Context: an optimization exercise on an open-source flow, tuned for small area and a short achievable clock period. The choices shown serve that exercise and are no tape-out recipe. Function was checked by simulation only, so behaviour that the tests miss may differ from the original.

==> flow/design.v <==
module mpx_trace_capture #(
  parameter int unsigned DEPTH_W = 6
) (
  input  logic               clk_i,
  input  logic               rst_i,
  input  logic               valid_i,
  input  logic [31:0]        pc_i,
  input  logic [31:0]        opcode_i,
  input  logic               arm_i,
  input  logic [DEPTH_W:0]   post_count_i,
  input  logic               trig_en_i,
  input  logic [31:0]        trig_pc_i,
  input  logic               trig_force_i,
  output logic               rd_valid_o,
  input  logic               rd_ready_i,
  output logic [31:0]        rd_pc_o,
  output logic [31:0]        rd_opcode_o,
  output logic               rd_last_o,
  output logic [1:0]         state_o,
  output logic               triggered_o,
  output logic [DEPTH_W:0]   count_o
);
  localparam int unsigned DEPTH = 1 << DEPTH_W;
  localparam int unsigned CW    = DEPTH_W + 1;
  localparam logic [1:0] ST_IDLE  = 2'd0;
  localparam logic [1:0] ST_ARMED = 2'd1;
  localparam logic [1:0] ST_POST  = 2'd2;
  localparam logic [1:0] ST_DONE  = 2'd3;
  logic [1:0]           state_q, state_d;
  logic [DEPTH_W-1:0]   wr_ptr_q, wr_ptr_d;
  logic [DEPTH_W-1:0]   ra_q, ra_d;
  logic [CW-1:0]        count_q, count_d;
  logic [CW-1:0]        remaining_q, remaining_d;
  logic [CW-1:0]        left_q, left_d;
  logic [CW-1:0]        post_len_q, post_len_d;
  logic                 triggered_q, triggered_d;
  logic                 rv_q, rv_d;
  logic                 last_q, last_d;
  logic [63:0]          out_q, out_d;
  logic [63:0]          mem [DEPTH];
  logic [63:0]          rdata;
  logic [DEPTH-1:0]     rsel;
  logic                 wr_en;
  logic                 trig;
  logic                 enter_done;
  logic                 rd_fire;
  logic                 ra_inc;
  logic [CW-1:0]        post_clamp;
  assign trig       = trig_force_i | (valid_i & trig_en_i & (pc_i == trig_pc_i));
  assign post_clamp = (post_count_i > CW'(DEPTH)) ? CW'(DEPTH) : post_count_i;
  assign rd_fire    = rv_q & rd_ready_i;
  always_comb begin
    for (int r = 0; r < DEPTH; r++) rsel[r] = (ra_q == DEPTH_W'(r));
    rdata = '0;
    for (int r = 0; r < DEPTH; r++) rdata = rdata | (mem[r] & {64{rsel[r]}});
  end
  always_comb begin
    state_d     = state_q;
    wr_ptr_d    = wr_ptr_q;
    count_d     = count_q;
    remaining_d = remaining_q;
    left_d      = left_q;
    post_len_d  = post_len_q;
    triggered_d = triggered_q;
    ra_d        = ra_q;
    out_d       = '0;
    wr_en       = 1'b0;
    enter_done  = 1'b0;
    ra_inc      = 1'b0;
    if (arm_i) begin
      state_d     = ST_ARMED;
      count_d     = '0;
      triggered_d = 1'b0;
      post_len_d  = post_clamp;
      left_d      = '0;
      ra_d        = wr_ptr_q;
    end else begin
      case (state_q)
        ST_ARMED: begin
          if (trig) begin
            triggered_d = 1'b1;
            if (valid_i && (post_len_q != '0)) begin
              wr_en       = 1'b1;
              remaining_d = post_len_q - CW'(1);
            end else begin
              remaining_d = post_len_q;
            end
            if (remaining_d == '0) enter_done = 1'b1;
            else                   state_d    = ST_POST;
          end else if (valid_i) begin
            wr_en = 1'b1;
          end
        end
        ST_POST: begin
          if (valid_i) begin
            wr_en       = 1'b1;
            remaining_d = remaining_q - CW'(1);
            if (remaining_d == '0) enter_done = 1'b1;
          end
        end
        ST_DONE: begin
          out_d = out_q;
          if (rd_fire) begin
            ra_inc = 1'b1;
            left_d = left_q - CW'(1);
            out_d  = (left_q == CW'(1)) ? 64'd0 : rdata;
            if (left_q == CW'(1)) state_d = ST_IDLE;
          end else if (left_q == '0) begin
            state_d = ST_IDLE;
          end
        end
        default: ;
      endcase
      if (wr_en) begin
        wr_ptr_d = wr_ptr_q + DEPTH_W'(1);
        count_d  = count_q[DEPTH_W] ? count_q : count_q + CW'(1);
        if (count_q[DEPTH_W] || (count_q == CW'(DEPTH - 1) && post_len_q != '0))
          ra_inc = 1'b1;
      end
      if (enter_done) begin
        state_d = ST_DONE;
        left_d  = count_d;
        ra_inc  = 1'b1;
        if (count_q != '0)  out_d = rdata;
        else if (wr_en)     out_d = {pc_i, opcode_i};
      end
      if (ra_inc) ra_d = ra_q + DEPTH_W'(1);
    end
    rv_d   = (state_d == ST_DONE) && (left_d != '0);
    last_d = rv_d && (left_d == CW'(1));
  end
  always_ff @(posedge clk_i or negedge rst_i) begin
    if (!rst_i) begin
      state_q     <= ST_IDLE;
      wr_ptr_q    <= '0;
      ra_q        <= '0;
      count_q     <= '0;
      remaining_q <= '0;
      left_q      <= '0;
      post_len_q  <= '0;
      triggered_q <= 1'b0;
      rv_q        <= 1'b0;
      last_q      <= 1'b0;
      out_q       <= '0;
    end else begin
      state_q     <= state_d;
      wr_ptr_q    <= wr_ptr_d;
      ra_q        <= ra_d;
      count_q     <= count_d;
      remaining_q <= remaining_d;
      left_q      <= left_d;
      post_len_q  <= post_len_d;
      triggered_q <= triggered_d;
      rv_q        <= rv_d;
      last_q      <= last_d;
      out_q       <= out_d;
    end
  end
  always_ff @(posedge clk_i) begin
    for (int r = 0; r < DEPTH; r++)
      if (wr_en && wr_ptr_q == DEPTH_W'(r)) mem[r] <= {pc_i, opcode_i};
  end
  assign rd_valid_o  = rv_q;
  assign {rd_pc_o, rd_opcode_o} = out_q;
  assign rd_last_o   = last_q;
  assign state_o     = state_q;
  assign triggered_o = triggered_q;
  assign count_o     = count_q;
endmodule
export LEC_CHECK = 0
export ABC_CLOCK_PERIOD_IN_PS = 3000
export CAP_MARGIN = 20
export CORE_MARGIN = 2
export CORE_UTILIZATION = 40
export SETUP_SLACK_MARGIN = 3.4
export SLEW_MARGIN = 20
export SYNTH_MEMORY_MAX_BITS = 8192
create_clock -name core_clock -period 6.5 [get_ports {clk_i}]
run.sh (not shown) runs the stock make flow with config.mk's settings and CLKGATE_MAP_FILE= SYNTH_SCRIPT=/design/flow/synth_recipe.tcl, a recipe that flattens the netlist after the stock synthesis.
The starting point aborted during 5_1_grt (GRT-0232).
Next try:
--- a/flow/config.mk
+++ b/flow/config.mk
@@ -8 +7,0 @@
-export ABC_CLOCK_PERIOD_IN_PS = 3000
@@ -12 +10,0 @@
-export SETUP_SLACK_MARGIN = 3.4
=>
- The changed run produced a clean layout
- synthesized area does not change
- synthesized cell count is unchanged

-- afterwards: timing with drivers on the ports --
In the flow no input, the clock included, has a driving cell. The finished layout below was timed again as built, in two steps. Step 1 (the two cells are an assumption about what drives the block):
set clk [get_ports {clk_i}]
set_driving_cell -lib_cell sky130_fd_sc_hd__clkbuf_16 $clk
set_driving_cell -lib_cell sky130_fd_sc_hd__buf_2 [delete_from_list [all_inputs] $clk]
Step 2 moves the port delays by t, midway between the first and last clock arrival at a register: inputs arrive t later, outputs are due t later. That takes back most of the time a late clock gives input paths. Slacks: ideal ports / drivers / drivers and shift; pairs: ideal ports / drivers.
run: the second run
shift t [ns]: 1.105
setup slack, ns: 1.287 / 1.287 / 0.708
worst hold slack (ns): 0.335 / 0.257 / 0.548
worst register clock-pin slew, ns: 0.07 / 0.07
pins driven straight from the clock port: 1
After both steps setup and hold are still met in the second run. For the second run, drivers alone change the setup slack by 0.000 ns; drivers and shift together by -0.579 ns.
